This is an optimization exercise on Yosys and OpenROAD, whose aim is small area, not a production implementation. Only simulation tests tie the RTL to the original design; equivalence was not proved. Power is estimated from default activity; no workload was simulated.

==> flow/design.v <==
module axi_lite_template #(
  parameter int C_DATA_WIDTH = 32,
  parameter int C_ADDR_WIDTH = 32
) (
  input  logic                      clk,
  input  logic                      rst,
  input  logic [C_ADDR_WIDTH-1:0]   awaddr,
  input  logic [2:0]                awprot,
  input  logic                      awvalid,
  output logic                      awready,
  input  logic [C_DATA_WIDTH-1:0]   wdata,
  input  logic [C_DATA_WIDTH/8-1:0] wstrb,
  input  logic                      wvalid,
  output logic                      wready,
  output logic [1:0]                bresp,
  output logic                      bvalid,
  input  logic                      bready,
  input  logic [C_ADDR_WIDTH-1:0]   araddr,
  input  logic [2:0]                arprot,
  input  logic                      arvalid,
  output logic                      arready,
  output logic [C_DATA_WIDTH-1:0]   rdata,
  output logic [1:0]                rresp,
  output logic                      rvalid,
  input  logic                      rready
);
  localparam int STRB_W = C_DATA_WIDTH / 8;
  localparam int N_REGS = 32;
  localparam logic [1:0] RESP_OKAY = 2'b00;
  logic [C_DATA_WIDTH-1:0] regs [N_REGS];
  logic                    aw_held;
  logic                    w_held;
  logic [4:0]              aw_idx;
  logic [C_DATA_WIDTH-1:0] w_data;
  logic [STRB_W-1:0]       w_strb;
  logic aw_hs, w_hs, ar_hs;
  logic commit, b_done, r_done;
  logic aw_held_nxt, w_held_nxt, bvalid_nxt, rvalid_nxt;
  logic unused_inputs;
  assign unused_inputs = ^{awprot, arprot, awaddr, araddr};
  always_comb begin
    aw_hs       = awvalid & awready;
    w_hs        = wvalid & wready;
    ar_hs       = arvalid & arready;
    commit      = aw_held & w_held & ~bvalid;
    b_done      = bvalid & bready;
    r_done      = rvalid & rready;
    aw_held_nxt = aw_held;
    w_held_nxt  = w_held;
    bvalid_nxt  = bvalid;
    rvalid_nxt  = rvalid;
    if (aw_hs)  aw_held_nxt = 1'b1;
    if (w_hs)   w_held_nxt  = 1'b1;
    if (commit) bvalid_nxt  = 1'b1;
    if (b_done) begin
      bvalid_nxt  = 1'b0;
      aw_held_nxt = 1'b0;
      w_held_nxt  = 1'b0;
    end
    if (ar_hs)       rvalid_nxt = 1'b1;
    else if (r_done) rvalid_nxt = 1'b0;
  end
  always_ff @(posedge clk) begin
    if (rst) begin
      aw_held <= 1'b0;
      w_held  <= 1'b0;
      aw_idx  <= '0;
      w_data  <= '0;
      w_strb  <= '0;
      awready <= 1'b0;
      wready  <= 1'b0;
      bvalid  <= 1'b0;
      bresp   <= RESP_OKAY;
      arready <= 1'b0;
      rvalid  <= 1'b0;
      rresp   <= RESP_OKAY;
      rdata   <= '0;
      for (int i = 0; i < N_REGS; i++) regs[i] <= '0;
    end else begin
      aw_held <= aw_held_nxt;
      w_held  <= w_held_nxt;
      bvalid  <= bvalid_nxt;
      rvalid  <= rvalid_nxt;
      awready <= ~aw_held_nxt & ~bvalid_nxt;
      wready  <= ~w_held_nxt & ~bvalid_nxt;
      arready <= ~rvalid_nxt;
      bresp   <= RESP_OKAY;
      rresp   <= RESP_OKAY;
      if (aw_hs) aw_idx <= awaddr[6:2];
      if (w_hs) begin
        w_data <= wdata;
        w_strb <= wstrb;
      end
      if (commit) begin
        for (int b = 0; b < STRB_W; b++) begin
          if (w_strb[b]) regs[aw_idx][8*b +: 8] <= w_data[8*b +: 8];
        end
      end
      if (ar_hs) rdata <= regs[araddr[6:2]];
    end
  end
endmodule
==> flow/run.sh <==
#!/bin/bash
# synth_recipe.tcl (not shown) runs the flow's synth.tcl, then flattens the netlist and writes it again
# the make line also repeats each setting of config.mk as NAME=value (left out here)
make -C /OpenROAD-flow-scripts/flow DESIGN_CONFIG=/design/flow/config.mk WORK_HOME=/design/flow/orfs CLKGATE_MAP_FILE= SYNTH_SCRIPT=/design/flow/synth_recipe.tcl finish
==> flow/config.mk <==
export PLATFORM = sky130hd
export DESIGN_NAME = axi_lite_template
export DESIGN_NICKNAME = axi_lite_template
export VERILOG_FILES = /design/flow/design.v
export SDC_FILE = /design/flow/constraint.sdc
export NUM_CORES = 4
export LEC_CHECK = 0
export CAP_MARGIN = 20
export CORE_MARGIN = 2
export CORE_UTILIZATION = 40
export SLEW_MARGIN = 20
==> flow/constraint.sdc <==
create_clock -name core_clock -period 5.0 [get_ports {clk}]
set_input_delay 1.0000 -clock core_clock [delete_from_list [all_inputs] [get_ports {clk}]]
set_output_delay 1.0000 -clock core_clock [all_outputs]
set_load 0.01 [all_outputs]
==> out/metrics.cfg, run 1 <==
[power]
intPower_w=0.0159
powerDensity_nw_per_um2=360
p_leak_nw=21.6
p_comb_share_pct=6.9
fin_total_pwr_w=0.0206
power_switching_share_pct=22.8
clock_power_share_pct=42.1
ir_worst_vdd_uv=321
seqPwrFrac_pct=51.0
p_switching_w=0.00469

[synth]
synth_area_leader_cell=edfxtp_1
synthesis.area_um2=50800
synth_edf_count=1024
synth_top_family_by_area=simple AND/OR/NAND/NOR gates
ys_top_cells_by_area=edfxtp_1 61%, and2_1 13%, mux2i_1 10%
async_flop_share_pct=0
syn_area_per_cell_um2=13.2
yosys_warnings=1
yosysTopAreaCellShare_pct=60.5
synthAdderAreaFrac_pct=0
synth_seq_cells=1104
seq_area_frac_synth_pct=63.7
synthXorXnorAreaFrac_pct=0
synthFlopType=edfxtp_1
synth.area.mux_share_pct=10.1
synth_compound_gate_area_share_pct=6.29
synthCells=3859
synthSimpleGateAreaFrac_pct=17.1
yosys.cell_types.count=30

[critical_path]
cp-startpoint=araddr[4]
path_class=in -> reg
regToRegStartpoint=bvalid
cp.required_ns=5.55
path_max_fanout=49
endpoint_kind=flip-flop
startpoint_type=primary input
worstPathArrival_ns=3.75

[timing]
rsz0062_at_grt=no
tightest_slew_ns=1.10
finalSetupTns_ns=0
slew_violations=0
fin_crit_ns=3.20
period_share_pct=64.0
fmax_mhz=313
setup_viol=0
slew_headroom_pct=26.7
setup_ws_ns=1.80
hold_viol=0
skew_ns=0.0308

[routing]
vias=29800
drtIter0Drc=2945
drt_pre_antenna_iters=6
drc_errors=0
via_per_inst=5.28
post_drt_wl_per_cell_um=23.6
detail-route-antenna-nets=0
wirelength_mm=133

[cts]
cts_sinks=1104
cts_tree=yes
cts_hold_buf=0
ctsResizeCount=0
clk_latency_ns=0.72
h-tree-depth=3
clk_pin_slew_ns=0.06
clock_path_buffers=3
cts_setup_buffers=0
cts-root-buf=clkbuf_16
cts_buffers=116

[placed_design]
dp_hpwl_mm=80.4
dpl.cell_count=5418
pre_cts_ws_ns=1.11
placed_area_um2=53300
port_buffers=89
routabilityCongestion=0.771

[run]
maxCapViolCount=0

[grt]
gr-total-overflow=0
grt.busiest_layer=met2
grt_max_degree=170
gr-usage-met1_pct=29.0
grt_pass1_wl_mm=195
gr-usage-met2_pct=32.5
grt_pass1_vias=29700
antenna_found_initial=4
met3_usage_pct=2.58
grt_usage_pct=20.2

[floorplan]
core_area_um2=126000
io_pins=154
dieArea_um2=130000
start_util_pct=40.4
die_x_um=360
dieHeight_um=360
std_cell_rows=130

[status]
status=no timing/DRC/antenna violations

[layout]
finalNonFillerCells=5642
syn_to_final_growth_pct=12.5
design_area_um2=57200
drive_gt1_share_pct=9.42
fillers=11200
nNetsFinal=3999

[min_path]
min_path_type=reg -> reg
hold_path.startpoint=w_data[21]

==> power groups by stage <==
| stage | clock, W | combinational [W] | sequential [W] |
|---|---|---|---|
| after floorplan | 0 | 0.000884 | 0.0107 |
| after global placement | 0 | 0.00142 | 0.0107 |
| after detailed placement | 0 | 0.00143 | 0.0107 |
| after CTS | 0.00879 | 0.00144 | 0.0105 |
| after global routing | 0.00915 | 0.00152 | 0.0105 |
| final | 0.00867 | 0.00142 | 0.0105 |
==> cells by family after synthesis <==
family / after synthesis
flops: 1104
mux: 512
other cells: 1
simple gates: 1499
compound gates: 462
buf+inv: 281
==> area by class of cell <==
class                      instances  area (µm²)  share of cell area, %
sequential                      1104       32400                   56.6
multi-input combinational       2477       17100                   29.9
clock buffer                     169        3330                   5.82
tap                             1650        2060                   3.61
timing repair buffer             187        1820                   3.19
clock inverter                    53         526                  0.919
antenna                            2        5.00                0.00875
==> routing by layer <==
layer	vias up	wire, µm	share of wire [%]
met3	169	7790	5.9
met2	799	62200	47
met4	2	3010	2.3
met5	-	12	0.0090
li1	13900	-	-
met1	14900	60100	45
==> per-stage QoR <==
step	hold slack, ns	util, %
6_report	0.460	45.4
5_1_grt	0.490	45.4
4_1_cts	0.462	45.4
3_5_place_dp	0.448	42.4
3_3_place_gp	0.450	42.4
2_1_floorplan	0.437	-
==> state kept, by name, summed over array words and instances, names as in the netlist <==
register and flops:
regs 1024, rdata 32, w_data 32, aw_idx 5, w_strb 4, arready 1, aw_held 1, awready 1
bvalid 1, rvalid 1, w_held 1, wready 1
==> final timing paths <==
kind | endpoint | slack (ns) | depth (start not counted)
max reg2reg | regs[20][31] | 2.02 | 6
min reg2reg | w_data[21] | 0.46 | 2
min | w_data[21] | 0.46 | 2
max | rdata[7] | 1.80 | 7
==> cell usage in the layout, fill, tap and decap left out, types with 3 or more instances in the layout <==
cell	count
mux2i_1	512
or2_2	60
nand2_1	116
edfxtp_1	1024
clkbuf_8	16
conb_1	4
nor2b_1	3
clkbuf_2	4
a211oi_2	32
clkbuf_1	29
nand3_1	5
buf_4	83
a22oi_1	256
nor2_1	166
nor3b_1	4
or4_1	32
clkinv_2	16
clkbuf_16	119
a21oi_1	173
inv_16	3
clkdlybuf4s50_1	87
bufinv_16	8
clkinv_1	19
or2_1	69
and2_1	1025
buf_12	15
dfxtp_1	80
==> Yosys cell counts (3+ instances only) <==
| library cell | number |
|---|---|
| and2_1 | 1028 |
| mux2i_1 | 512 |
| a21oi_1 | 173 |
| edfxtp_1 | 1024 |
| a211oi_2 | 32 |
| clkbuf_4 | 3 |
| nand3_1 | 5 |
| nor2b_1 | 5 |
| nand2_1 | 118 |
| or4_1 | 32 |
| or2_2 | 60 |
| buf_6 | 12 |
| or2_1 | 69 |
| nand2b_1 | 4 |
| clkbuf_1 | 208 |
| buf_4 | 35 |
| nor2_1 | 167 |
| buf_8 | 9 |
| buf_1 | 12 |
| nor3b_1 | 4 |
| dfxtp_1 | 80 |
| a22oi_1 | 256 |
==> critical path, cell delays in order <==
cell             delay (ns)
clkdlybuf4s50_1        0.62
and2_4                 0.65
buf_4                  0.51
a22oi_1                0.15
a21oi_1                0.35
or4_1                  0.25
a211oi_2               0.08
==> inputs of run 2 (changes only) <==
==> flow/design.v (replaced) <==
module axi_lite_template #(
  parameter int C_DATA_WIDTH = 32,
  parameter int C_ADDR_WIDTH = 32
) (
  input  logic                      clk,
  input  logic                      rst,
  input  logic [C_ADDR_WIDTH-1:0]   awaddr,
  input  logic [2:0]                awprot,
  input  logic                      awvalid,
  output logic                      awready,
  input  logic [C_DATA_WIDTH-1:0]   wdata,
  input  logic [C_DATA_WIDTH/8-1:0] wstrb,
  input  logic                      wvalid,
  output logic                      wready,
  output logic [1:0]                bresp,
  output logic                      bvalid,
  input  logic                      bready,
  input  logic [C_ADDR_WIDTH-1:0]   araddr,
  input  logic [2:0]                arprot,
  input  logic                      arvalid,
  output logic                      arready,
  output logic [C_DATA_WIDTH-1:0]   rdata,
  output logic [1:0]                rresp,
  output logic                      rvalid,
  input  logic                      rready
);
  localparam int STRB_W = C_DATA_WIDTH / 8;
  localparam int N_REGS = 32;
  logic [C_DATA_WIDTH-1:0] regs [N_REGS];
  logic [4:0]              aw_idx;
  logic [C_DATA_WIDTH-1:0] w_data;
  logic [STRB_W-1:0]       w_strb;
  logic unused_inputs;
  assign unused_inputs = ^{awprot, arprot, awaddr, araddr};
  assign bresp = 2'b00;
  assign rresp = 2'b00;
  logic post_rst, aw_held, w_held;
  assign post_rst = ~arready & ~rvalid;
  assign aw_held  = ~awready & ~post_rst;
  assign w_held   = ~wready & ~post_rst;
  logic aw_hs, w_hs, ar_hs, commit, b_done;
  assign aw_hs  = awvalid & awready;
  assign w_hs   = wvalid & wready;
  assign ar_hs  = arvalid & arready;
  assign commit = aw_held & w_held & ~bvalid;
  assign b_done = bvalid & bready;
  always_ff @(posedge clk) begin
    if (rst) begin
      awready <= 1'b0;
      wready  <= 1'b0;
      arready <= 1'b0;
      bvalid  <= 1'b0;
      rvalid  <= 1'b0;
    end else begin
      awready <= b_done | ~(aw_held | aw_hs);
      wready  <= b_done | ~(w_held | w_hs);
      bvalid  <= commit | (bvalid & ~bready);
      rvalid  <= ar_hs | (rvalid & ~rready);
      arready <= ~ar_hs & (~rvalid | rready);
    end
  end
  always_ff @(posedge clk) begin
    if (aw_hs) aw_idx <= awaddr[6:2];
    if (w_hs) begin
      w_data <= wdata;
      w_strb <= wstrb;
    end
  end
  logic [N_REGS-1:0]       row_en;
  logic [STRB_W-1:0]       col_en;
  logic [C_DATA_WIDTH-1:0] wr_val;
  always_comb begin
    for (int r = 0; r < N_REGS; r++) row_en[r] = rst | (commit & (aw_idx == r[4:0]));
    for (int b = 0; b < STRB_W; b++) col_en[b] = rst | w_strb[b];
    wr_val = rst ? '0 : w_data;
  end
  always_ff @(posedge clk) begin
    for (int r = 0; r < N_REGS; r++)
      for (int b = 0; b < STRB_W; b++)
        if (row_en[r] & col_en[b]) regs[r][8*b +: 8] <= wr_val[8*b +: 8];
  end
  logic [N_REGS-1:0]       rd_sel;
  logic [C_DATA_WIDTH-1:0] rd_val;
  always_comb
    for (int r = 0; r < N_REGS; r++) rd_sel[r] = (araddr[6:2] == r[4:0]);
  for (genvar i = 0; i < C_DATA_WIDTH; i++) begin : g_rd
    logic [N_REGS-1:0] col;
    for (genvar r = 0; r < N_REGS; r++) begin : g_col
      assign col[r] = regs[r][i];
    end
    axi_lite_rd_bit u_bit (.d(col), .s(rd_sel), .y(rd_val[i]));
  end
  always_ff @(posedge clk) begin
    if (ar_hs) rdata <= rd_val;
  end
endmodule
module axi_lite_aoi222 (
  input  logic a0, b0, a1, b1, a2, b2,
  output logic y
);
  assign y = ~((a0 & b0) | (a1 & b1) | (a2 & b2));
endmodule
module axi_lite_aoi22 (
  input  logic a0, b0, a1, b1,
  output logic y
);
  assign y = ~((a0 & b0) | (a1 & b1));
endmodule
module axi_lite_rd_bit (
  input  logic [31:0] d,
  input  logic [31:0] s,
  output logic        y
);
  logic [10:0] n;
  for (genvar g = 0; g < 10; g++) begin : g_t
    axi_lite_aoi222 u_t (
      .a0(d[3*g]),   .b0(s[3*g]),
      .a1(d[3*g+1]), .b1(s[3*g+1]),
      .a2(d[3*g+2]), .b2(s[3*g+2]),
      .y(n[g])
    );
  end
  axi_lite_aoi22 u_l (.a0(d[30]), .b0(s[30]), .a1(d[31]), .b1(s[31]), .y(n[10]));
  assign y = ~&n;
endmodule
--- a/flow/config.mk
+++ b/flow/config.mk
@@ -9,3 +9,5 @@
 export CORE_MARGIN = 2
-export CORE_UTILIZATION = 40
+export CORE_UTILIZATION = 60
+export CTS_BUF_LIST = sky130_fd_sc_hd__clkbuf_4
 export SLEW_MARGIN = 20
+export SYNTH_HIERARCHICAL = 1
==> run 2 against run 1 <==
Net effect:
- register-to-register slack got worse by 0.48 ns
- largest cell class unchanged
- sequential share of layout area is 16 points higher
- critical endpoint is now regs[2][20]
- highest routed layer unchanged
- still clean
- routed wire length decreased by 24%
- sequential cell count fell by 2
==> out/metrics.cfg, run 2 <==
[status]
status=no timing/DRC/antenna violations

[grt]
grt_pass1_vias=22900  ; -23%
antenna_found_initial=4  ; unchanged
gr-total-overflow=0  ; unchanged
grt_pass1_wl_mm=146  ; -25%
grt_usage_pct=30.5  ; +10 points
grt_max_degree=96  ; -44%

[layout]
final_common_cell=edfxtp_1
final_cell_mix=1097 x edfxtp_1, 405 x clkbuf_4, 320 x a222oi_1, 147 x buf_4, 114 x o21bai_1
largest_register=regs
fillers=4156  ; -63%
finalNonFillerCells=3401  ; -40%
top_regs=regs: 1024 flops, rdata: 32 flops, w_data: 32 flops
syn_to_final_growth_pct=16.5
largest_reg_flops=1024  ; unchanged
drive_gt1_share_pct=27.0  ; +18 points
multi_input_area_um2=6410  ; -62%
nNetsFinal=2496  ; -38%
ff_latch_area_um2=33000  ; +2.1%

[power]
power_switching_share_pct=21.7  ; -1.1 points
seqPwrFrac_pct=57.7  ; +6.7 points
p_leak_nw=16.0  ; -26%
intPower_w=0.0148  ; -6.6%
powerDensity_nw_per_um2=414  ; +15%
p_comb_share_pct=4.8  ; -2.1 points
p_switching_w=0.00412  ; -12%
clock_power_share_pct=37.5  ; -4.6 points
ir_worst_vdd_uv=258  ; -19%

[synth]
yosys_warnings=8  ; +7
yosysTopAreaCellShare_pct=83.8  ; +23 points
seq_area_frac_synth_pct=84.0  ; +20 points
synthSimpleGateAreaFrac_pct=3.76  ; -13 points
synthesis.area_um2=39300  ; -23%
synthCells=1894  ; -51%
yosys.cell_types.count=28  ; -6.7%
synth.most_common_cell=edfxtp_1
synth_common_cells=1097 x edfxtp_1, 320 x a222oi_1, 114 x o21bai_1
async_flop_share_pct=0  ; unchanged
synth.area.mux_share_pct=0  ; -10 points
synth_seq_cells=1102  ; -0.18%
synthXorXnorAreaFrac_pct=0  ; unchanged
synthAdderAreaFrac_pct=0  ; unchanged
syn_area_per_cell_um2=20.8  ; +58%
synth_compound_gate_area_share_pct=11.7  ; +5.5 points
synth_area_leader_cell=edfxtp_1
synthFlopType=edfxtp_1
ys_top_cells_by_area=edfxtp_1 84%, a222oi_1 8.1%, o21bai_1 2.2%
synth_edf_count=1097  ; +7.1%
synth_top_family_by_area=compound AO/OA/AOI/OAI gates

[timing]
hold_viol=0  ; unchanged
skew_ns=0.0590  ; +0.0282 ns
setup_viol=0  ; unchanged
setup_ws_ns=1.54  ; -0.262 ns
finalSetupTns_ns=0  ; unchanged
rsz0062_at_grt=no
fmax_mhz=289  ; -7.6%
slew_headroom_pct=14.0  ; -13 points
slew_violations=0  ; unchanged
fin_crit_ns=3.46  ; +0.262 ns
tightest_slew_ns=1.29  ; +0.187 ns
period_share_pct=69.2  ; +5.2 points

[cts]
cts_tree=yes
clk_latency_ns=1.12  ; +0.40 ns
ctsResizeCount=0  ; unchanged
clk_pin_slew_ns=0.07  ; about the same
cts_hold_buf=0  ; unchanged
h-tree-depth=5  ; +2
clock_path_buffers=4  ; +1
cts-root-buf=clkbuf_4
cts_setup_buffers=0  ; unchanged
cts_sinks=1102  ; -0.18%
cts_buffers=287  ; +150%

[critical_path]
crit_family=simple AND/OR/NAND/NOR gates
crit_buf_inv=0  ; -2
cp_slowest_cell=o21bai_1
startpoint_type=flip-flop
path_max_fanout=16  ; -67%
cp.required_ns=5.72  ; +0.17 ns
worstPathArrival_ns=4.18  ; +0.43 ns
endpoint_kind=flip-flop
cpPeakStageDelay_ns=1.24  ; +0.59 ns
crit_chain=nor4_4 > nand3_1 > o21bai_1
path_class=reg -> reg

[routing]
wirelength_mm=102  ; -24%
vias=22800  ; -23%
via_per_inst=6.71  ; +27%
drc_errors=0  ; unchanged
drtIter0Drc=3742  ; +27%
drt_pre_antenna_iters=10  ; +4
post_drt_wl_per_cell_um=29.8  ; +27%
detail-route-antenna-nets=0  ; unchanged

[floorplan]
dieHeight_um=260  ; -28%
dieArea_um2=67600  ; -48%
core_area_um2=64600  ; -49%
io_pins=154  ; unchanged
start_util_pct=60.9  ; +21 points
std_cell_rows=93  ; -28%
die_x_um=260  ; -28%

[min_path]
min_path_type=in -> reg

[placed_design]
routabilityCongestion=0.832  ; +7.9%
pre_cts_ws_ns=0.802  ; -0.308 ns
dp_hpwl_mm=62.6  ; -22%
dpl.cell_count=2949  ; -46%
port_buffers=89  ; unchanged

[run]
maxCapViolCount=0  ; unchanged

[run 2: cell count changes after synthesis, moves of 73 or more]
cell,delta
clkbuf_1,-181
edfxtp_1,+73
dfxtp_1,-75
nor2_1,-130
a222oi_1,+320
a22oi_1,-256
o21bai_1,+114
and2_1,-1025
mux2i_1,-512
nand2_1,-91
a21oi_1,-169
[run 2: per-module statistics from Yosys, one instance, submodules excluded]
module,area (µm²),times used,flops+latches,cells
axi_lite_template,35000,1,1102,1414
axi_lite_rd_bit,23.8,32,0,4
axi_lite_aoi22,12.5,32,0,1
axi_lite_aoi222,10.0,320,0,1
[run 2: cell families after synthesis]
logic type / Yosys count
AOI/OAI and AO/OA: 486
buffers and inverters: 41
DFF: 1102
other: 1
and+or+nand+nor: 264
[run 2: cell type report]
type                            instances  share of cell area, %
Clock buffer                          405                   6.64
Tap cell                              855                   2.34
Timing Repair Buffer                  237                   4.40
Multi-Input combinational cell        754                   14.0
Sequential cell                      1102                   72.1
Clock inverter                         41                  0.453
Inverter                                1                0.00820
Antenna cell                            6                 0.0328
[run 2: stage by stage]
stage               hold slack [ns]  area, µm²  power [W]  utilization (%)
floorplan                     0.571      39300     0.0115                -
global placement              0.568      42400     0.0120             65.7
detailed placement            0.600      42500     0.0120             65.8
CTS                           0.368      45700     0.0191             70.8
global route                  0.379      45800     0.0197             70.9
finish                        0.448      45800     0.0189             70.9
[run 2: path summary, 6_finish.rpt]
| path | from | slack [ns] | depth (start not counted) | to |
|---|---|---|---|---|
| setup / recovery | awready | 1.54 | 3 | regs[2][20] |
| hold / removal | wdata[9] | 0.45 | 1 | w_data[9] |
| setup reg to reg | awready | 1.54 | 3 | regs[2][20] |
| hold reg to reg | bvalid | 0.62 | 2 | bvalid |
[run 2: layer usage]
metal  vias up  part of all wire (%)  track usage (%)
met3       166                    11             8.67
li1       9736                     -                -
met1     11500                    38             41.8
met5         -                 0.079            0.641
met4         6                   2.7             10.8
met2      1390                    48             47.5
[run 2: power by group through the flow]
stage / logic (W) / registers (W) / clock network [W]
after floorplan: 0.000420 / 0.0111 / 0
after global placement: 0.000873 / 0.0111 / 0
after detailed placement: 0.000900 / 0.0111 / 0
after CTS: 0.000903 / 0.0109 / 0.00723
after global routing: 0.000962 / 0.0110 / 0.00773
final: 0.000908 / 0.0109 / 0.00710
[run 2: worst reg2reg max path, stage by stage, from the launching register on]
cell and delay (ns):
dfxtp_1 0.39, nor4_4 0.46, nand3_1 0.99, o21bai_1 1.24
==> inputs of run 3 (changes only) <==
--- a/flow/config.mk
+++ b/flow/config.mk
@@ -9,4 +9,3 @@
 export CORE_MARGIN = 2
-export CORE_UTILIZATION = 60
-export CTS_BUF_LIST = sky130_fd_sc_hd__clkbuf_4
+export CORE_UTILIZATION = 40
 export SLEW_MARGIN = 20
==> run 3 against run 2 <==
Net effect:
- cell area rose by 1.8%
- sequential share of layout area fell by 1.3 points
- worst setup slack got worse by 0.17 ns
- critical path type is now in -> reg
- clock power rose by 12%
- highest routed layer unchanged
- still clean on timing, DRC and antenna
- power rose by 4.5%
==> out/metrics.cfg, run 3 <==
[floorplan]
core_area_um2=97800  ; +52%
dieArea_um2=101000  ; +49%
start_util_pct=40.2  ; -21 points
std_cell_rows=115  ; +24%
die_x_um=318  ; +22%
dieHeight_um=318  ; +22%
io_pins=154  ; unchanged

[grt]
grt_max_degree=115  ; +20%
grt_pass1_vias=21600  ; -5.8%
gr-usage-met1_pct=26.6  ; -15 points
gr-usage-met2_pct=32.9  ; -15 points
gr-total-overflow=0  ; unchanged
met3_usage_pct=3.82  ; -4.9 points
grt_usage_pct=19.9  ; -11 points
grt.busiest_layer=met2
grt_pass1_wl_mm=147  ; +0.30%
antenna_found_initial=1  ; -3

[synth]
synth.most_common_cell=edfxtp_1
synthFlopType=edfxtp_1
seq_area_frac_synth_pct=84.0  ; unchanged
synth_seq_cells=1102  ; unchanged
yosys.cell_types.count=28  ; unchanged
syn_area_per_cell_um2=20.8  ; unchanged
yosys_warnings=8  ; unchanged
async_flop_share_pct=0  ; unchanged
synth_common_cells=1097 x edfxtp_1, 320 x a222oi_1, 114 x o21bai_1
synth_area_leader_cell=edfxtp_1
synthesis.area_um2=39300  ; unchanged
synth_edf_count=1097  ; unchanged
ys_top_cells_by_area=edfxtp_1 84%, a222oi_1 8.1%, o21bai_1 2.2%
yosysTopAreaCellShare_pct=83.8  ; unchanged
synthCells=1894  ; unchanged

[layout]
drive_gt1_share_pct=19.1  ; -7.9 points
final_cell_mix=1097 x edfxtp_1, 320 x a222oi_1, 159 x buf_4, 114 x o21bai_1, 105 x clkbuf_16
syn_to_final_growth_pct=18.6
nNetsFinal=2324  ; -6.9%
top_regs=regs: 1024 flops, rdata: 32 flops, w_data: 32 flops
final_common_cell=edfxtp_1
largest_reg_flops=1024  ; unchanged
largest_register=regs
finalNonFillerCells=3584  ; +5.4%

[critical_path]
path_class=in -> reg
crit_chain=clkdlybuf4s50_1 > or3b_2 > nor2_2 > buf_4 > a222oi_1 > nand4_1 > or3_1
crit_buf_inv=2  ; +2
cp_num_cells=7  ; +4
cp_slowest_cell=nor2_2
worstPathArrival_ns=4.15  ; -0.03 ns
path_max_fanout=15  ; -1
crit_family=simple AND/OR/NAND/NOR gates
startpoint_type=primary input
r2r.worst_path.cells=4  ; +1
cp.required_ns=5.51  ; -0.21 ns
endpoint_kind=flip-flop
cpPeakStageDelay_ns=0.88  ; -0.36 ns

[timing]
skew_ns=0.0288  ; -0.0302 ns
setup_ws_ns=1.37  ; -0.170 ns
tightest_slew_ns=1.18  ; -0.105 ns
setup_viol=0  ; unchanged
finalSetupTns_ns=0  ; unchanged
rsz0062_at_grt=no
slew_violations=0  ; unchanged
fmax_mhz=275  ; -4.7%
period_share_pct=72.6  ; +3.4 points
fin_crit_ns=3.63  ; +0.170 ns
slew_headroom_pct=21.1  ; +7.1 points
hold_viol=0  ; unchanged

[routing]
drc_errors=0  ; unchanged
via_per_inst=6.09  ; -9.3%
vias=21800  ; -4.5%
detail-route-antenna-nets=0  ; unchanged
post_drt_wl_per_cell_um=28.8  ; -3.6%
wirelength_mm=103  ; +1.6%
drt_pre_antenna_iters=10  ; unchanged
drtIter0Drc=3527  ; -5.7%

[cts]
cts_setup_buffers=0  ; unchanged
clock_path_buffers=3  ; -1
cts_sinks=1102  ; unchanged
h-tree-depth=3  ; -2
ctsResizeCount=0  ; unchanged
clk_latency_ns=0.67  ; -0.45 ns
clk_pin_slew_ns=0.06  ; about the same
cts_tree=yes
cts_buffers=102  ; -64%
cts-root-buf=clkbuf_16
cts_hold_buf=0  ; unchanged

[placed_design]
pre_cts_ws_ns=0.732  ; -0.0696 ns
routabilityCongestion=0.828  ; -0.55%
dp_hpwl_mm=65.1  ; +4.0%
dpl.cell_count=3394  ; +15%
port_buffers=89  ; unchanged

[power]
fin_total_pwr_w=0.0198  ; +4.5%
ir_worst_vdd_uv=277  ; +7.4%
p_leak_nw=15.7  ; -1.5%
powerDensity_nw_per_um2=425  ; +2.7%

[min_path]
min_path_type=reg -> reg
whs_path_depth=2  ; +1

[run]
maxCapViolCount=0  ; unchanged

[status]
status=no timing/DRC/antenna violations

[run 3: cell types whose count changed in the layout (fill, tap and decap cells not counted), moves of 5 or more]
| cell | delta |
|---|---|
| bufinv_16 | +14 |
| clkbuf_1 | +12 |
| clkinvlp_4 | +8 |
| inv_2 | -9 |
| clkinv_1 | -8 |
| clkbuf_16 | +105 |
| clkinv_2 | +20 |
| buf_4 | +12 |
| diode_2 | -5 |
| clkbuf_4 | -405 |
[run 3: kinds of logic after synthesis]
family	synth area share (%)
compound gates	11.7
buf+inv	0.458
flops	84.0
other cells	0.00954
simple gates	3.76
[run 3: per-module statistics from Yosys, one instance, submodules excluded]
| module | cell area (µm²) | cells |
|---|---|---|
| axi_lite_aoi222 | 10.0 | 1 |
| axi_lite_template | 35000 | 1414 |
| axi_lite_aoi22 | 12.5 | 1 |
| axi_lite_rd_bit | 23.8 | 4 |
[run 3: power breakdown]
| group | internal (W) | switching [W] |
|---|---|---|
| logic | 0.000282 | 0.000645 |
| registers | 0.0108 | 0.000164 |
| clock network | 0.00466 | 0.00328 |
| total | 0.0157 | 0.00409 |
[run 3: routing by layer]
layer / wire [µm] / vias to the layer above / share of wire (%)
met1: 40300 / 11300 / 39
met3: 9920 / 146 / 9.6
met4: 2940 / 2 / 2.8
li1: - / 9239 / -
met5: 13 / - / 0.013
met2: 49900 / 1104 / 48
[run 3: area by class of cell]
class | instances | area, µm²
clock buffer | 117 | 2670
tap | 1287 | 1610
sequential | 1102 | 33000
clock inverter | 72 | 777
antenna | 1 | 2.50
timing repair buffer | 250 | 2130
inverter | 1 | 3.75
fill | 8007 | 51200
multi-input combinational | 754 | 6400
[run 3: per-stage QoR]
step | utilization, % | area [µm²] | hold WS (ns)
after floorplan | - | 39300 | 0.571
after global placement | 44.0 | 43100 | 0.541
after detailed placement | 44.0 | 43100 | 0.550
after CTS | 47.6 | 46500 | 0.572
after global routing | 47.7 | 46600 | 0.623
final | 47.7 | 46600 | 0.570
[run 3: worst min-delay path, stage by stage (launching register included)]
cell and delay, ns:
dfxtp_1 0.37, a21oi_1 0.09, nor2_1 0.08
[run 3: final timing paths]
check | from | end | slack, ns
setup / recovery | araddr[5] | rdata[27] | 1.37
hold / removal | rvalid | rvalid | 0.57
setup reg to reg | awready | regs[29][22] | 1.66
hold reg to reg | rvalid | rvalid | 0.57
==> inputs of run 4 (changes only) <==
--- a/flow/design.v
+++ b/flow/design.v
@@ -68,25 +68,66 @@
   end
-  logic [N_REGS-1:0]       row_en;
-  logic [STRB_W-1:0]       col_en;
-  logic [C_DATA_WIDTH-1:0] wr_val;
+  localparam int PORT_STEP = 3;
+  logic [4:0]                          t;
+  logic [N_REGS-1:0][C_DATA_WIDTH-1:0] slot_d;
+  logic [N_REGS-1:0]                   slot_v;
+  logic                                pending;
+  logic [4:0]        wpos;
+  logic              wr_go, wr_now;
+  logic [N_REGS-1:0] wr_here;
   always_comb begin
-    for (int r = 0; r < N_REGS; r++) row_en[r] = rst | (commit & (aw_idx == r[4:0]));
-    for (int b = 0; b < STRB_W; b++) col_en[b] = rst | w_strb[b];
-    wr_val = rst ? '0 : w_data;
+    wpos  = aw_idx + t;
+    wr_go = commit | pending;
+    for (int k = 0; k < N_REGS; k++)
+      wr_here[k] = (k % PORT_STEP == 0) && wr_go && (wpos == 5'(k - 1));
+    wr_now = |wr_here;
   end
   always_ff @(posedge clk) begin
-    for (int r = 0; r < N_REGS; r++)
-      for (int b = 0; b < STRB_W; b++)
-        if (row_en[r] & col_en[b]) regs[r][8*b +: 8] <= wr_val[8*b +: 8];
+    if (rst) begin
+      t       <= '0;
+      pending <= 1'b0;
+      slot_v  <= '0;
+    end else begin
+      t       <= t + 5'd1;
+      pending <= wr_go & ~wr_now;
+      for (int k = 0; k < N_REGS; k++)
+        slot_v[k] <= slot_v[(k + N_REGS - 1) % N_REGS] | wr_here[k];
+    end
   end
+  for (genvar k = 0; k < N_REGS; k++) begin : g_slot
+    localparam int PREV = (k + N_REGS - 1) % N_REGS;
+    if (k % PORT_STEP == 0) begin : g_port
+      for (genvar b = 0; b < STRB_W; b++) begin : g_byte
+        always_ff @(posedge clk) begin
+          if (wr_here[k] & w_strb[b])
+            slot_d[k][8*b +: 8] <= w_data[8*b +: 8];
+          else if (wr_here[k] & ~slot_v[PREV])
+            slot_d[k][8*b +: 8] <= '0;
+          else
+            slot_d[k][8*b +: 8] <= slot_d[PREV][8*b +: 8];
+        end
+      end
+    end else begin : g_shift
+      always_ff @(posedge clk) slot_d[k] <= slot_d[PREV];
+    end
+  end
+  logic [4:0]              rpos;
   logic [N_REGS-1:0]       rd_sel;
-  logic [C_DATA_WIDTH-1:0] rd_val;
-  always_comb
-    for (int r = 0; r < N_REGS; r++) rd_sel[r] = (araddr[6:2] == r[4:0]);
+  logic [C_DATA_WIDTH-1:0] rd_raw, rd_val;
+  logic                    rd_v, byp;
+  always_comb begin
+    rpos = araddr[6:2] + t;
+    for (int r = 0; r < N_REGS; r++) rd_sel[r] = (rpos == r[4:0]);
+  end
   for (genvar i = 0; i < C_DATA_WIDTH; i++) begin : g_rd
     logic [N_REGS-1:0] col;
-    for (genvar r = 0; r < N_REGS; r++) begin : g_col
-      assign col[r] = regs[r][i];
+    for (genvar k = 0; k < N_REGS; k++) begin : g_col
+      assign col[k] = slot_d[k][i];
     end
-    axi_lite_rd_bit u_bit (.d(col), .s(rd_sel), .y(rd_val[i]));
+    axi_lite_rd_bit u_bit (.d(col), .s(rd_sel), .y(rd_raw[i]));
+  end
+  axi_lite_rd_bit u_vbit (.d(slot_v), .s(rd_sel), .y(rd_v));
+  always_comb begin
+    byp = pending & (araddr[6:2] == aw_idx);
+    for (int b = 0; b < STRB_W; b++)
+      rd_val[8*b +: 8] = (byp & w_strb[b]) ? w_data[8*b +: 8] : (rd_raw[8*b +: 8] & {8{rd_v}});
   end
==> run 4 against run 3 <==
Net effect:
- core utilization rose by 1.0 points
- critical path depth is 8 higher
- clock power up 5.7%
- die area fell by 13%
- worst setup slack lost 0.91 ns
- clock-buffer cell count up 42
- power up 2.7%
- synthesized cell count grew 34%
- synthesized area is 14% lower
- maximum frequency down 20%
- cell area shrank 12%
- sequential share of layout area shrank 13 points
==> out/metrics.cfg, run 4 <==
[run]
maxCapViolCount=0  ; unchanged

[power]
intPower_w=0.0154  ; -1.9%
p_comb_share_pct=6.7  ; +2.0 points
power_switching_share_pct=24.2  ; +3.5 points
seqPwrFrac_pct=52.1  ; -3.2 points
powerDensity_nw_per_um2=498  ; +17%
ir_worst_vdd_uv=301  ; +8.6%
p_switching_w=0.00491  ; +20%
clock_power_share_pct=41.3  ; +1.2 points
p_leak_nw=14.9  ; -5.4%

[critical_path]
rr_endpoint=slot_d[401]
worstPathArrival_ns=4.98  ; +0.83 ns
startpoint_type=primary input
crit_family=simple AND/OR/NAND/NOR gates
r2r.worst_path.cells=7  ; +3
crit_chain=clkdlybuf4s50_1 > ha_1 > fa_1 > a21o_1 > a21oi_1 > xnor2_1 > nand2_1 > buf_4 > nor2_4 > a222oi_1 > nand4_1 > or3_2 > buf_12 > nand2_1 > mux2i_1
ff2ff_setup_slack_ns=0.63  ; -1.03 ns
cpPeakStageDelay_ns=0.48  ; -0.40 ns
path_max_fanout=18  ; +3
path_class=in -> reg
crit_buf_inv=3  ; +1
regToRegStartpoint=aw_idx[0]
endpoint_kind=flip-flop
cp.required_ns=5.44  ; -0.07 ns
crit_top_cell=nand2_1
cp_slowest_cell=clkdlybuf4s50_1

[floorplan]
die_x_um=296  ; -6.9%
dieArea_um2=87400  ; -13%
std_cell_rows=106  ; -7.8%
io_pins=154  ; unchanged
start_util_pct=40.5  ; +0.31 points
dieHeight_um=296  ; -6.9%
core_area_um2=84000  ; -14%

[synth]
yosysTopAreaCellShare_pct=62.8  ; -21 points
synthAdderAreaFrac_pct=0.449  ; +0.45 points
synth_seq_cells=1140  ; +3.4%
synthesis.area_um2=34000  ; -14%
ys_top_cells_by_area=dfxtp_1 63%, a222oi_1 9.7%, o2bb2ai_1 8.2%
synth.most_common_cell=dfxtp_1
async_flop_share_pct=0  ; unchanged
yosys.cell_types.count=47  ; +68%
synth_edf_count=73  ; -93%
yosys_warnings=7  ; -1
synth_compound_gate_area_share_pct=20.7  ; +9.0 points
synthXorXnorAreaFrac_pct=0.489  ; +0.49 points
synth_area_leader_cell=dfxtp_1
synthFlopType=dfxtp_1
synth.area.mux_share_pct=0.971  ; +0.97 points
syn_area_per_cell_um2=13.4  ; -36%
synthSimpleGateAreaFrac_pct=6.06  ; +2.3 points
seq_area_frac_synth_pct=69.3  ; -15 points
synthCells=2543  ; +34%
synth_common_cells=1067 x dfxtp_1, 330 x a222oi_1, 320 x o2bb2ai_1
synth_top_family_by_area=compound AO/OA/AOI/OAI gates

[min_path]
hold-path-endpoint=slot_d[142]
min_path_type=reg -> reg
hold_path.startpoint=slot_d[110]
whs_path_depth=0  ; -2

[layout]
largest_reg_flops=1024  ; unchanged
drive_gt1_share_pct=13.4  ; -5.8 points
design_area_um2=40900  ; -12%
syn_to_final_growth_pct=20.1
final_cell_mix=1067 x dfxtp_1, 330 x a222oi_1, 320 x o2bb2ai_1, 117 x nand2_1, 115 x clkbuf_16
diodes=0  ; -1
finalNonFillerCells=3980  ; +11%
final_common_cell=dfxtp_1
largest_register=slot_d
nNetsFinal=2882  ; +24%

[timing]
fmax_mhz=220  ; -20%
slew_violations=0  ; unchanged
tightest_slew_ns=1.21  ; +0.0236 ns
setup_ws_ns=0.462  ; -0.906 ns
fin_crit_ns=4.54  ; +0.906 ns
period_share_pct=90.8  ; +18 points
setup_viol=0  ; unchanged
skew_ns=0.0333  ; +0.00447 ns
rsz0062_at_grt=no
hold_viol=0  ; unchanged
slew_headroom_pct=19.7  ; -1.4 points

[routing]
drc_errors=0  ; unchanged
drt_pre_antenna_iters=9  ; -1
via_per_inst=6.29  ; +3.3%
drtIter0Drc=4262  ; +21%
vias=25000  ; +15%
wirelength_mm=119  ; +15%
detail-route-antenna-nets=0  ; unchanged
post_drt_wl_per_cell_um=29.9  ; +3.8%

[grt]
grt_max_degree=44  ; -62%
grt_pass1_vias=25100  ; +16%
antenna_found_initial=1  ; unchanged
gr-total-overflow=0  ; unchanged
grt_pass1_wl_mm=170  ; +16%
grt_usage_pct=26.7  ; +6.7 points

[cts]
cts_hold_buf=0  ; unchanged
cts_buffers=110  ; +7.8%
cts_sinks=1140  ; +3.4%
ctsResizeCount=0  ; unchanged
cts_tree=yes
clk_latency_ns=0.70  ; +0.03 ns
clock_path_buffers=3  ; unchanged
cts_setup_buffers=0  ; unchanged
h-tree-depth=3  ; unchanged
cts-root-buf=clkbuf_16
clk_pin_slew_ns=0.06  ; about the same

[placed_design]
dp_hpwl_mm=71.0  ; +9.1%
routabilityCongestion=0.955  ; +15%
placed_area_um2=37200  ; -14%
pre_cts_ws_ns=-0.171  ; -0.904 ns
port_buffers=89  ; unchanged
dpl.cell_count=3780  ; +11%

[status]
status=no timing/DRC/antenna violations

==> run 4: worst max-delay path by stage <==
stage	start	endpoint	slack, ns	cells past startpoint
after floorplan	araddr[2]	rdata[0]	0.36	13
after global placement	araddr[2]	rdata[2]	-0.09	15
after detailed placement	araddr[2]	rdata[7]	-0.17	15
after CTS	araddr[2]	rdata[7]	0.55	15
after global routing	araddr[2]	rdata[7]	0.36	15
final	araddr[2]	rdata[7]	0.46	15
==> run 4: area by class of cell <==
cell class / count / area (µm²)
clock inverters: 41 / 449
multi-input cells: 1233 / 10100
inverters: 75 / 282
flip-flops and latches: 1140 / 23600
fillers: 7229 / 43100
well taps: 1134 / 1420
clock buffers: 159 / 3240
repair buffers: 198 / 1820
==> run 4: cells by family (layout without fill, tap and decap cells) <==
| group | count (synthesis) | after routing |
|---|---|---|
| xor+xnor | 19 | 19 |
| mux | 33 | 33 |
| flops | 1140 | 1140 |
| fa+ha+maj | 11 | 11 |
| simple gates | 408 | 408 |
| compound gates | 758 | 758 |
| other cells | 1 | 4 |
| buf+inv | 173 | 473 |
==> run 4: Yosys stat by module (local to each module, per instance) <==
module | copies in the design | flops+latches
axi_lite_aoi22 | 33 | 0
axi_lite_aoi222 | 330 | 0
axi_lite_template | 1 | 1140
axi_lite_rd_bit | 33 | 0
==> run 4: routing by layer <==
layer / vias up / track usage (%) / wire length (µm)
met2: 1615 / 40.3 / 51600
met3: 378 / 5.92 / 12900
met4: 0 / 15.2 / 6680
li1: 10700 / - / -
met1: 12400 / 35.4 / 47700
met5: - / 0 / 0
==> run 4: power by group through the flow <==
stage          logic [W]  clock network [W]  registers, W
2_1_floorplan   0.000703                  0        0.0106
3_3_place_gp     0.00130                  0        0.0107
3_5_place_dp     0.00131                  0        0.0107
4_1_cts          0.00132            0.00846        0.0106
5_1_grt          0.00140            0.00884        0.0107
6_report         0.00136            0.00839        0.0106
==> run 4: per-stage QoR <==
step,power [W],hold slack (ns),setup TNS (ns),utilization [%]
2_1_floorplan,0.0113,0.330,0,-
3_3_place_gp,0.0120,0.332,-0.214,44.3
3_5_place_dp,0.0121,0.335,-1.74,44.3
4_1_cts,0.0204,0.335,0,48.7
5_1_grt,0.0209,0.348,0,48.7
6_report,0.0203,0.334,0,48.7
==> inputs of run 5 (changes only) <==
--- a/flow/config.mk
+++ b/flow/config.mk
@@ -9,3 +9,5 @@
 export CORE_MARGIN = 2
-export CORE_UTILIZATION = 40
+export CORE_UTILIZATION = 65
+export CTS_CLUSTER_DIAMETER = 80
+export CTS_CLUSTER_SIZE = 25
 export SLEW_MARGIN = 20
==> run 5 against run 4 <==
Net effect:
- sequential power hardly changed
- critical path depth stayed put
- still clean on timing, DRC and antenna
- cell area is 7.2% lower
- sequential cell count stayed put
- non-clock buffer count is 8 lower
- hold slack hardly changed
- synthesized cell count stayed put
- maximum frequency is 1.9% lower
- core utilization is 25 points higher
- critical path type unchanged
- sequential share of layout area is 4.5 points higher
- synthesized area stayed put
- largest cell class unchanged
- clock-buffer cell count is 86 lower
==> out/metrics.cfg, run 5 <==
[status]
status=no timing/DRC/antenna violations

[placed_design]
routabilityCongestion=0.952  ; -0.37%
port_buffers=89  ; unchanged
placed_area_um2=36500  ; -1.8%
dp_hpwl_mm=65.2  ; -8.2%
dpl.cell_count=3318  ; -12%

[routing]
post_drt_wl_per_cell_um=33.9  ; +13%
wirelength_mm=115  ; -3.3%
drc_errors=0  ; unchanged
vias=25100  ; +0.49%
detail-route-antenna-nets=0  ; unchanged
drtIter0Drc=4718  ; +11%
via_per_inst=7.40  ; +18%
drt_pre_antenna_iters=12  ; +3

[critical_path]
endpoint_kind=flip-flop
worstPathArrival_ns=5.06  ; +0.08 ns
cp_slowest_cell=buf_4
cp.required_ns=5.43  ; about the same
startpoint_type=primary input
crit_family=buffers and inverters
path_class=in -> reg
crit_chain=clkdlybuf4s50_1 > ha_1 > fa_1 > a21o_1 > a21oi_1 > xnor2_1 > nand2_1 > buf_12 > nor2_4 > buf_4 > a222oi_1 > nand4_1 > or3_1 > nand2_1 > mux2i_1
cpPeakStageDelay_ns=0.59  ; +0.11 ns
crit_buf_inv=3  ; unchanged
path_max_fanout=22  ; +4
crit_top_cell=nand2_1

[timing]
rsz0062_at_grt=no
finalSetupTns_ns=0  ; unchanged
slew_violations=0  ; unchanged
period_share_pct=92.5  ; +1.7 points
hold_viol=0  ; unchanged
skew_ns=0.0278  ; -0.00551 ns
fmax_mhz=216  ; -1.9%
setup_viol=0  ; unchanged
fin_crit_ns=4.62  ; +0.0871 ns
hold_ws_ns=0.334  ; -0.000263 ns
slew_headroom_pct=20.4  ; +0.76 points
tightest_slew_ns=1.19  ; -0.0156 ns

[synth]
syn_area_per_cell_um2=13.4  ; unchanged
synth_seq_cells=1140  ; unchanged
synthesis.area_um2=34000  ; unchanged
synth_area_leader_cell=dfxtp_1
synthSimpleGateAreaFrac_pct=6.06  ; unchanged
yosys.cell_types.count=47  ; unchanged
yosysTopAreaCellShare_pct=62.8  ; unchanged
synth_compound_gate_area_share_pct=20.7  ; unchanged
synthFlopType=dfxtp_1
synth_top_family_by_area=compound AO/OA/AOI/OAI gates
synth_common_cells=1067 x dfxtp_1, 330 x a222oi_1, 320 x o2bb2ai_1
yosys_warnings=7  ; unchanged
ys_top_cells_by_area=dfxtp_1 63%, a222oi_1 9.7%, o2bb2ai_1 8.2%
synth.most_common_cell=dfxtp_1
async_flop_share_pct=0  ; unchanged
seq_area_frac_synth_pct=69.3  ; unchanged
synthAdderAreaFrac_pct=0.449  ; unchanged
synthXorXnorAreaFrac_pct=0.489  ; unchanged
synth_edf_count=73  ; unchanged
synthCells=2543  ; unchanged
synth.area.mux_share_pct=0.971  ; unchanged

[power]
ir_worst_vdd_uv=387  ; +29%
p_leak_nw=13.7  ; -8.0%
powerDensity_nw_per_um2=439  ; -12%

[cts]
cts_sinks=1140  ; unchanged
h-tree-depth=2  ; -1
cts_tree=yes
cts_hold_buf=0  ; unchanged
cts_setup_buffers=0  ; unchanged
clock_path_buffers=3  ; unchanged
cts_buffers=51  ; -54%
ctsResizeCount=0  ; unchanged
cts-root-buf=clkbuf_16
clk_pin_slew_ns=0.10  ; +0.04 ns
clk_latency_ns=0.65  ; -0.05 ns

[layout]
drive_gt1_share_pct=9.22  ; -4.1 points
syn_to_final_growth_pct=11.5
final_cell_mix=1067 x dfxtp_1, 330 x a222oi_1, 320 x o2bb2ai_1, 118 x nand2_1, 95 x buf_4
largest_reg_flops=1024  ; unchanged
design_area_um2=37900  ; -7.2%
finalNonFillerCells=3396  ; -15%
largest_register=slot_d
nNetsFinal=2815  ; -2.3%
final_common_cell=dfxtp_1

[floorplan]
io_pins=154  ; unchanged
std_cell_rows=83  ; -22%
start_util_pct=66.0  ; +26 points
die_x_um=233  ; -21%
dieArea_um2=54200  ; -38%
dieHeight_um=233  ; -21%
core_area_um2=51500  ; -39%

[grt]
grt_pass1_wl_mm=164  ; -3.4%
grt_usage_pct=41.9  ; +15 points
gr-total-overflow=0  ; unchanged
grt_max_degree=33  ; -25%
antenna_found_initial=1  ; unchanged
grt_pass1_vias=25200  ; +0.028%

[run]
maxCapViolCount=0  ; unchanged

[min_path]
min_path_type=reg -> reg

run 5: cell counts after synthesis:
Identical to the previous run, type by type.
run 5: area by class of cell:
cell class              instances  area, µm²
flip-flops and latches       1140      23600
fillers                      3557      13600
repair buffers                190       1720
multi-input cells            1233      10100
clock buffers                  73       1400
well taps                     680        851
diodes                          4       10.0
inverters                      75        282
clock inverters                 1       11.3
run 5: metal layers:
metal	routed length [µm]	vias up	global-route usage, %
li1	-	10500	-
met3	14600	507	10.4
met4	7710	0	25.1
met2	50700	1825	64.2
met1	42000	12400	53.9
met5	0	-	0
run 5: per-module statistics from Yosys, one instance, submodules excluded:
module             flip-flops and latches  cell area, µm²  cells  copies in the design
axi_lite_template                    1140           29500   2048                     1
axi_lite_aoi222                         0            10.0      1                   330
axi_lite_aoi22                          0            12.5      1                    33
axi_lite_rd_bit                         0            23.8      4                    33
run 5: report_power, final:
part,internal [W],switching [W],total (W)
Sequential,0.0101,0.000518,0.0106
Clock,0.00196,0.00274,0.00470
Combinational,0.000501,0.000838,0.00134
Total,0.0125,0.00410,0.0166
run 5: cells by family after synthesis:
| kind of cell | after synthesis |
|---|---|
| flops | 1140 |
| mux | 33 |
| buf+inv | 173 |
| simple gates | 408 |
| xor+xnor | 19 |
| fa+ha+maj | 11 |
| other cells | 1 |
| compound gates | 758 |
run 5: per-stage QoR:
step	setup WS, ns	total power (W)	util (%)
floorplan	0.358	0.0113	-
global placement	-0.0680	0.0120	70.8
global route	0.346	0.0170	73.6
CTS	0.520	0.0165	73.6
detailed placement	-0.145	0.0120	70.8
finish	0.375	0.0166	73.6
run 5: worst paths after layout:
kind,start,to,slack [ns],cells past startpoint
max,araddr[2],rdata[7],0.38,15
min,slot_d[253],slot_d[285],0.33,0
min reg2reg,slot_d[253],slot_d[285],0.33,0
max reg2reg,t[0],rdata[7],0.86,14

[port drivers added, routing unchanged]
No port has a modelled driver above. Below, the same layouts with a new extraction and two added sets of constraints.
Step 1, drivers: a clkbuf_16 drives clk and a buf_2 each remaining input, both assumed.
Step 2 also shifts input and output timing later by t, the mid clock arrival at the registers, as if the neighbouring blocks saw the same clock.
a / b / c = no drivers / after step 1 / after step 2; a / b = the first two.
| run | shift t [ns] | setup slack, ns | worst setup path at the end | clock arrival spread, ns | cell pins on the clock port's net |
|---|---|---|---|---|---|
| run 1 | 0.778 | 1.801 / 1.825 / 1.047 | input to register | 0.032 / 0.033 | 1 |
| run 2 | 1.150 | 1.539 / 1.539 / 0.615 | input to register | 0.068 / 0.068 | 1 |
| run 3 | 0.722 | 1.368 / 1.403 / 0.681 | input to register | 0.031 / 0.030 | 1 |
| run 4 | 0.737 | 0.462 / 0.495 / -0.242 | input to register | 0.034 / 0.034 | 1 |
| run 5 | 0.700 | 0.375 / 0.416 / -0.284 | input to register | 0.034 / 0.034 | 1 |
With both steps, setup timing fails in run 4 and run 5, where it was met with ideal ports. The setup slack of run 2, which loses most, moves by 0.000 ns with the drivers and by -0.924 ns with both steps.
